Context: an optimization exercise on an open-source flow, tuned for small area, a short achievable clock period and few clock cycles. The choices shown serve that exercise and are no tape-out recipe.
For this run, only the layout was checked, not whether the RTL still works.
No activity file was given, so power comes from the tool's default toggle rates.

==> flow/config.mk <==
export PLATFORM = sky130hd
export DESIGN_NAME = icache_dm
export DESIGN_NICKNAME = icache_dm
export VERILOG_FILES = /design/flow/design.v
export SDC_FILE = /design/flow/constraint.sdc
export NUM_CORES = 4
export LEC_CHECK = 0
export CAP_MARGIN = 20
export CORE_MARGIN = 2
export CORE_UTILIZATION = 55
export SETUP_SLACK_MARGIN = 1.0
export SLEW_MARGIN = 20
export SYNTH_HIERARCHICAL = 1
export SYNTH_MINIMUM_KEEP_SIZE = 0
==> flow/constraint.sdc <==
create_clock -name core_clock -period 5.0 [get_ports {clk}]
set_input_delay 1.0000 -clock core_clock [delete_from_list [all_inputs] [get_ports {clk}]]
set_output_delay 1.0000 -clock core_clock [all_outputs]
set_load 0.01 [all_outputs]
==> flow/design.v <==
module icache_dm_or8 (         
    input  logic [7:0] s,
    input  logic [7:0] d,
    output logic       y
);
    logic [3:0] n;
    assign n[0] = ~((s[0] & d[0]) | (s[1] & d[1]));
    assign n[1] = ~((s[2] & d[2]) | (s[3] & d[3]));
    assign n[2] = ~((s[4] & d[4]) | (s[5] & d[5]));
    assign n[3] = ~((s[6] & d[6]) | (s[7] & d[7]));
    assign y = ~(n[0] & n[1] & n[2] & n[3]);
endmodule
module icache_dm_nand4 (
    input  logic a, b, c, d,
    output logic y
);
    assign y = ~(a & b & c & d);
endmodule
module icache_dm_nor2 (
    input  logic a, b,
    output logic y
);
    assign y = ~(a | b);
endmodule
module icache_dm_mux2 (        
    input  logic s, a, b,
    output logic y
);
    assign y = s ? a : b;
endmodule
module icache_dm_rd (
    input  logic [63:0] sel,
    input  logic [63:0] bits,
    output logic        q
);
    logic [7:0]  l2;    
    logic [3:0]  l3;    
    for (genvar k = 0; k < 8; k++) begin : g_l2
        icache_dm_or8 u (.s(sel[8*k +: 8]), .d(bits[8*k +: 8]), .y(l2[k]));
    end
    for (genvar k = 0; k < 4; k++) begin : g_l3
        icache_dm_nor2 u (.a(l2[2*k]), .b(l2[2*k+1]), .y(l3[k]));
    end
    icache_dm_nand4 u_l4 (.a(l3[0]), .b(l3[1]), .c(l3[2]), .d(l3[3]), .y(q));
endmodule
module icache_dm_lmatch (
    input  logic        valid,
    input  logic [23:0] a,
    input  logic [23:0] b,
    output logic        match_n
);
    logic [23:0] e;
    logic [5:0]  g;
    logic [1:0]  h;
    always_comb begin
        e = ~(a ^ b);
        for (int k = 0; k < 6; k++)
            g[k] = ~(e[4*k] & e[4*k+1] & e[4*k+2] & e[4*k+3]);
        for (int k = 0; k < 2; k++)
            h[k] = ~(g[3*k] | g[3*k+1] | g[3*k+2]);
    end
    assign match_n = ~(h[0] & h[1] & valid);
endmodule
module icache_dm_hit8 (
    input  logic [7:0] s_n,
    input  logic [7:0] m_n,
    output logic       y_n
);
    logic [3:0] p;
    assign p[0] = ~((s_n[0] | m_n[0]) & (s_n[1] | m_n[1]));
    assign p[1] = ~((s_n[2] | m_n[2]) & (s_n[3] | m_n[3]));
    assign p[2] = ~((s_n[4] | m_n[4]) & (s_n[5] | m_n[5]));
    assign p[3] = ~((s_n[6] | m_n[6]) & (s_n[7] | m_n[7]));
    assign y_n = ~(p[0] | p[1] | p[2] | p[3]);
endmodule
module icache_dm_dec_n (
    input  logic [5:0]  index,
    output logic [63:0] sel_n
);
    logic [7:0] lo, hi;
    always_comb begin
        for (int k = 0; k < 8; k++) begin
            lo[k] = (index[2:0] == 3'(k));
            hi[k] = (index[5:3] == 3'(k));
        end
        for (int i = 0; i < 64; i++)
            sel_n[i] = ~(hi[i / 8] & lo[i % 8]);
    end
endmodule
module icache_dm_dec_d (
    input  logic [5:0]  index,
    output logic [63:0] sel
);
    logic [7:0] lo, hi;
    always_comb begin
        for (int k = 0; k < 8; k++) begin
            lo[k] = (index[2:0] == 3'(k));
            hi[k] = (index[5:3] == 3'(k));
        end
        for (int i = 0; i < 64; i++)
            sel[i] = hi[i / 8] & lo[i % 8];
    end
endmodule
module icache_dm #(
    parameter int NUM_LINES = 64
) (
    input  logic        clk,
    input  logic        reset,
    input  logic [31:0] ifetch,
    input  logic [31:0] instraddress,
    input  logic        iready,
    output logic [31:0] instruction,
    output logic        hit,
    output logic        miss,
    output logic [31:0] fetchaddr
);
    localparam int INDEX_W  = 6;
    localparam int TAG_W    = 30 - INDEX_W;
    localparam int PF_AHEAD = 32;
    logic [NUM_LINES-1:0] valid;
    logic [TAG_W-1:0]     tag_array  [NUM_LINES];
    logic [31:0]          data_array [NUM_LINES];
    logic                 busy;       
    logic [29:0]          out_addr;   
    logic [29:0]          req_addr;   
    logic [29:0]          pf_ptr;     
    logic [29:0]          next_addr;  
    logic [6:0]           pf_d;
    logic [29:0]          sv_ptr;
    logic [6:0]           sv_d;
    logic                 sv_valid;
    logic [29:0]          addr;
    logic [INDEX_W-1:0]   cur_index;
    logic [TAG_W-1:0]     cur_tag;
    logic [INDEX_W-1:0]   out_index;
    logic                 present_n;
    logic                 answer;
    logic                 bypass;
    logic                 mem_free;
    logic                 seq;
    logic                 demand;
    logic                 unused_offset;
    assign addr       = instraddress[31:2];
    assign cur_index  = addr[INDEX_W-1:0];
    assign cur_tag    = addr[29:INDEX_W];
    assign out_index  = out_addr[INDEX_W-1:0];
    assign answer     = busy && iready;
    assign bypass     = answer && (out_addr == addr);
    assign mem_free   = !busy || iready;
    assign unused_offset = ^instraddress[1:0];
    logic [NUM_LINES-1:0] sel_d;
    logic [31:0]          rd_data;
    icache_dm_dec_d u_dec_d (.index(cur_index), .sel(sel_d));
    for (genvar b = 0; b < 32; b++) begin : g_rd_data
        logic [NUM_LINES-1:0] col;
        for (genvar i = 0; i < NUM_LINES; i++) begin : g_col
            assign col[i] = data_array[i][b];
        end
        icache_dm_rd u_rd (.sel(sel_d), .bits(col), .q(rd_data[b]));
    end
    logic [NUM_LINES-1:0] sel_n;
    logic [NUM_LINES-1:0] match_n;
    logic [7:0]           grp_n;     
    logic [1:0]           half;      
    icache_dm_dec_n u_dec_n (.index(cur_index), .sel_n(sel_n));
    for (genvar i = 0; i < NUM_LINES; i++) begin : g_match
        icache_dm_lmatch u_m (.valid(valid[i]), .a(tag_array[i]), .b(cur_tag),
                              .match_n(match_n[i]));
    end
    for (genvar k = 0; k < 8; k++) begin : g_hit8
        icache_dm_hit8 u_h (.s_n(sel_n[8*k +: 8]), .m_n(match_n[8*k +: 8]), .y_n(grp_n[k]));
    end
    icache_dm_nand4 u_half0 (.a(grp_n[0]), .b(grp_n[1]), .c(grp_n[2]), .d(grp_n[3]), .y(half[0]));
    icache_dm_nand4 u_half1 (.a(grp_n[4]), .b(grp_n[5]), .c(grp_n[6]), .d(grp_n[7]), .y(half[1]));
    icache_dm_nor2  u_pres  (.a(half[0]), .b(half[1]), .y(present_n));
    assign seq    = hit && (addr == next_addr);
    assign demand = !seq && !bypass;
    logic        restore;
    logic [29:0] ptr;         
    logic [6:0]  ptr_d;        
    logic        d_far, d_zero, want_s;
    logic [29:0] cand;        
    logic [29:0] ptr_next;    
    logic [6:0]  d_next;
    logic        issue_a;     
    logic        issue_p;     
    assign restore = sv_valid && hit && !sv_d[6];
    assign ptr     = restore ? sv_ptr : pf_ptr;
    assign ptr_d    = restore ? sv_d : pf_d;
    assign d_far  = ptr_d[6];
    assign d_zero = (ptr_d == 7'd0);
    assign want_s = d_far || (ptr_d <= 7'(PF_AHEAD));
    always_comb begin
        if (demand) begin
            cand     = addr;
            ptr_next = addr + 30'd1;
        end else if (seq && d_far) begin
            cand     = next_addr + 30'd1;
            ptr_next = next_addr + 30'd2;
        end else begin
            cand     = ptr;
            ptr_next = (seq && !want_s) ? ptr : ptr + 30'd1;
        end
        if (mem_free) begin
            if (demand)
                d_next = 7'd0;
            else if (seq && !d_far)
                d_next = want_s ? ptr_d : ptr_d - 7'd1;
            else
                d_next = 7'd1;
        end else begin
            if (seq)
                d_next = d_far ? 7'h7f : ptr_d - 7'd1;
            else
                d_next = pf_ptr[6:0] + ~addr[6:0];    
        end
    end
    assign issue_a = !seq || want_s;
    assign issue_p = !demand && (!seq || (want_s && !d_zero));
    logic hit_a, hit_p, busy_a, busy_p, miss_a, miss_p;
    assign hit_a  = !reset && bypass;
    assign hit_p  = !reset;
    assign busy_a = !reset && (mem_free ? issue_a : busy);
    assign busy_p = !reset && (mem_free ? issue_p : busy);
    assign miss_a = !reset && mem_free && issue_a;
    assign miss_p = !reset && mem_free && issue_p;
    logic hit_d, busy_d, miss_d;
    icache_dm_mux2 u_hit  (.s(present_n), .a(hit_a),  .b(hit_p),  .y(hit_d));
    icache_dm_mux2 u_busy (.s(present_n), .a(busy_a), .b(busy_p), .y(busy_d));
    icache_dm_mux2 u_miss (.s(present_n), .a(miss_a), .b(miss_p), .y(miss_d));
    assign fetchaddr = {req_addr, 2'b00};
    always_ff @(posedge clk) begin
        hit         <= hit_d;
        busy        <= busy_d;
        miss        <= miss_d;
        instruction <= bypass ? ifetch : rd_data;
        next_addr   <= addr + 30'd1;
    end
    always_ff @(posedge clk) begin
        if (answer && !reset) begin
            data_array[out_index] <= ifetch;
            tag_array[out_index]  <= out_addr[29:INDEX_W];
        end
    end
    always_ff @(posedge clk) begin
        if (reset) begin
            valid <= '0;
            pf_d  <= 7'h7f;
        end else begin
            if (answer) valid[out_index] <= 1'b1;
            pf_d <= d_next;
        end
    end
    always_ff @(posedge clk) begin
        if (mem_free) begin
            req_addr <= cand;
            pf_ptr   <= ptr_next;
        end
        sv_ptr <= ptr;
        sv_d   <= ptr[6:0] + ~addr[6:0];              
    end
    always_ff @(posedge clk) begin
        if (reset)
            sv_valid <= 1'b0;
        else
            sv_valid <= mem_free && demand;
    end
    always_ff @(posedge clk) begin
        if (reset)
            out_addr <= '0;
        else if (mem_free)
            out_addr <= cand;
    end
endmodule
==> flow/run.sh <==
#!/bin/bash
# synth_recipe.tcl (not shown) runs the flow's synth.tcl, then flattens the netlist and writes it again
# the make line also repeats each setting of config.mk as NAME=value (left out here)
make -C /OpenROAD-flow-scripts/flow DESIGN_CONFIG=/design/flow/config.mk WORK_HOME=/design/flow/orfs CLKGATE_MAP_FILE= SYNTH_SCRIPT=/design/flow/synth_recipe.tcl finish
==> impl_results.md <==
* Status: timing/DRC/antenna clean
* Maxcap violations at 0
* Clock Sinks at slightly below 4000
* Clock latency on the worst-skew pair at about 0.95 ns
* Worst-Margin Slew at ~1.2 ns
* Post-CTS setup buffer count at 0
* Setup Skew at 0.0428 ns
* Synth Instances at between 8000 and 9000
* CP startpoint kind: input port
* Final setup viols at 0
* Die area at around 280000 um^2
* Fin nets at between 9000 and 10000
* Area contributors post-synth: edfxtp_1 (73%), xnor2_1 (5.6%), a22oi_1 (5.2%)
* Resized Gates After CTS at 0
* Number of routed nets with antenna violations at 0
* Sequential share of the synthesized area at 0.758
* DR vias/cell at about 6.3
* Slew Viols, Final at 0
* Max clock buf depth at 4
* Area fraction of the dominant cell type after synthesis at 0.731
* Tmin final at about 3.7 ns
* Peak Freq at 269 MHz
* Worst Hold Class: input port to flip-flop
* DRC violations left at 0
* Starting Density at 0.553
* Crit-path cells: clkdlybuf4s50_1 -> buf_12 -> or4b_4 -> nor2_2 -> buf_4 -> a22oi_1 -> nand4_1 -> nor2_1 -> buf_4 -> nand4_1 -> mux2_2
* Row count at 191
* Ports at 133
* Final wirelength at roughly 440 mm
* Reg2Reg Setup Slack at roughly 1.4 ns
* Peak VDD IR at 0.385 mV
* Reg clk slew, reported paths at 0.06 ns
* Worst rel slew slack at 0.208
* Yosys cell types at between 70 and 80
* Largest net degree at the start of global routing at 66
* Pre-CTS WS at 0.415 ns
* Hold slack final at ~0.47 ns
* Drt pass-1 iters at 6
* CP peak stage delay at just over 0.8 ns
* Critical Setup Path Class: input port to flip-flop
* Critical path required time at 5.86 ns
* Fin crit share at 0.743
* Drt wl/cell at between 30 and 40 um
* Area Growth Syn to Fin at 15.8%
* Layout cells sized above 1 at 0.132
* Fin area at around 170000 um^2
* Top FF cell, synth: edfxtp_1
* Crit-path max FO at 17
* Pwr Density at a little under 400 nW/um^2
* Worst setup EP type: flip-flop
* Post-synth top area cell: edfxtp_1
* RSZ-0062 raised after global routing: false
* Post-DP HPWL at between 200 and 300 mm
* Total number of vias at 86600
* Hold wc startpoint: ifetch[25]
* Most frequent cell after synthesis: edfxtp_1
* Hold Vio Cnt, Final at 0
* Die X at 526 um
* IO buf count at between 100 and 150
* Global-route usage over all layers at 0.315
* Setup TNS at 0 ns
* Mapped Area at approximately 150000 um^2
* Synth cell count leaders: edfxtp_1 (3644), a22oi_1 (1042), xnor2_1 (949)
* DR iter-0 viols at between 10000 and 15000
* First-pass GRT wire length at between 600 and 700 mm
* FF-to-FF Start: hit$_DFF_P_
* Avg Inst Size Synth at ~17 um^2
* Vias in the first global route at about 85000
* Crit path arrival time at 4.58 ns
* Initial antenna violation count at 9
* Congestion Overflow GR at 0
* Slowest CP cell: nor2_2
* FFs w/ async S/R, synth at 0
* Die Y at roughly 530 um
* RD Place Congestion at 0.914
* CTS Hold Bufs at 0
* Final Non-Filler Cells at roughly 14000
* Yosys warnings at 10
* Instance area at placement at around 160000 um^2
* LEAKAGE at ~55 nW
* Yosys reg bits at 3848
* Htree depth at 5
* TritonCTS clock tree: done
* Setup crit start: instraddress[5]
* Worst setup margin at approximately 1.3 ns
* TritonCTS Buffers at between 300 and 400
* Dpl cells at 13000
* Post-synth EDFFs at approximately 3600
* Core area at ~270000 um^2
* Root Driver: clkbuf_16
[worst max-delay path, delay by kind of cell]
kind                   cells  cell delay, ns
AND/OR/NAND/NOR            5            1.95
buffers and inverters      4            1.30
multiplexers               1            0.14
AO/OA/AOI/OAI              1            0.11
[routing by layer]
metal / track usage / wire [um]
met5: 0 / 0
met4: 0.141 / 22000
met1: 0.422 / 172000
met3: 0.0380 / 31700
met2: 0.522 / 215000
[per-stage QoR]
| stage | utilization | power (mW) |
|---|---|---|
| finish | 0.640 | 67.9 |
| global route | 0.640 | 69.7 |
| CTS | 0.639 | 68.2 |
| detailed placement | 0.593 | 39.9 |
| global placement | 0.593 | 39.8 |
| floorplan | - | 37.7 |
[power breakdown]
part	switching [mW]	total [mW]	internal, mW
Clock	12.2	28.7	16.5
Combinational	2.27	3.31	1.04
Sequential	0.363	35.9	35.5
[cell type report]
cell class / count / area [um^2]
Antenna cell: 7 / 17.5
Clock buffer: 496 / 10400
Clock inverter: 214 / 2100
Fill cell: 19400 / 97500
Inverter: 45 / 171
Multi-Input combinational cell: 4924 / 36100
Sequential cell: 3848 / 114000
Tap cell: 3570 / 4470
Timing Repair Buffer: 616 / 6330
[cells in the final DEF (no fill, tap or decap), types with 9 or more instances in the layout]
cell type,netlist,final
buf_6,4,14
buf_4,4,390
nor4_2,11,10
buf_2,37,24
nand4_1,605,605
mux2i_1,34,34
dfxtp_4,0,23
buf_12,0,117
clkbuf_16,0,394
a21oi_1,78,78
mux2_2,38,38
and2_1,10,10
a31oi_1,46,46
clkinv_1,0,76
clkdlybuf4s50_1,0,67
ha_1,21,21
nor2_2,2,42
o22ai_1,37,37
inv_1,45,44
bufinv_16,0,35
nor3_1,88,86
nor2_4,1,91
and4_1,10,10
a22oi_1,1042,1042
clkinv_2,0,75
xor2_1,777,777
nand2_1,295,295
xnor2_1,949,949
clkbuf_8,0,16
nand3_1,59,59
o211ai_1,24,24
dfxtp_1,204,180
o21ai_0,44,44
and3_1,20,20
edfxtp_1,3644,3644
o21ai_1,21,21
o221ai_1,9,9
nor2_1,385,255
clkbuf_1,98,86
nor4_1,202,202
[Yosys stat by module, one instance, submodules excluded, a selection]
module	cells	cell area [um^2]	times used
icache_dm_hit8	5	37.5	8
icache_dm_dec_d	95	469	1
icache_dm	5175	122000	1
icache_dm_nor2	1	3.75	129
icache_dm_or8	5	36.3	256
icache_dm_lmatch	33	263	64
icache_dm_mux2	1	15.0	3
icache_dm_nand4	1	6.26	34
icache_dm_dec_n	95	503	1
[flip-flops by register name (all words and copies together), names as in the netlist]
name / count
busy: 1
data_array: 2048
hit: 1
instruction: 32
miss: 1
next_addr: 30
out_addr: 30
pf_d: 7
pf_ptr: 30
req_addr: 30
sv_d: 7
sv_ptr: 30
sv_valid: 1
tag_array: 1536
valid: 64
[logic make-up (layout without fill, tap and decap cells)]
kind of cell    Yosys count  count (layout)  synth area share
fa+ha+maj                23              23           0.00202
compound gates         1337            1337            0.0645
other cells               1               9         0.0000251
simple gates           1761            1761            0.0631
flops                  3848            3848             0.758
xor+xnor               1726            1726             0.101
mux                      75              75           0.00543
buf+inv                 192            1371           0.00544
[path summary, 6_finish.rpt]
check | depth (start not counted) | to
worst max-delay path | 11 | instruction[10]$_DFF_P_
worst min-delay path | 1 | data_array[0][25]$_DFFE_PP_
worst max register to register | 10 | pf_ptr[24]$_DFFE_PN_
worst min register to register | 2 | valid[30]$_SDFFE_PP0P_

-- static timing again, ports no longer ideal --
How much do the figures lean on ideal ports? The routed layout below was timed once more, with nothing changed but the port constraints. Step 1, drivers: a clkbuf_16 drives clk and a buf_2 each remaining input, both assumed. Step 2 adds t to the input delays and takes it off the output delays; t is the mean of the earliest and latest rising clock arrival at the registers after step 1. Input paths then give back, and output paths get back, about the clock's delay inside the block. Slacks: ideal / step 1 / step 2; pairs: ideal / step 1.
t, ns: 1.032
setup slack, ns: 1.284 / 1.361 / 0.329
worst setup path after step 2: input to register
worst data-port slew with drivers (ns): 0.12
After both steps setup and hold are still met in this run. For this run, drivers alone change the setup slack by +0.077 ns; drivers and shift together by -0.955 ns.
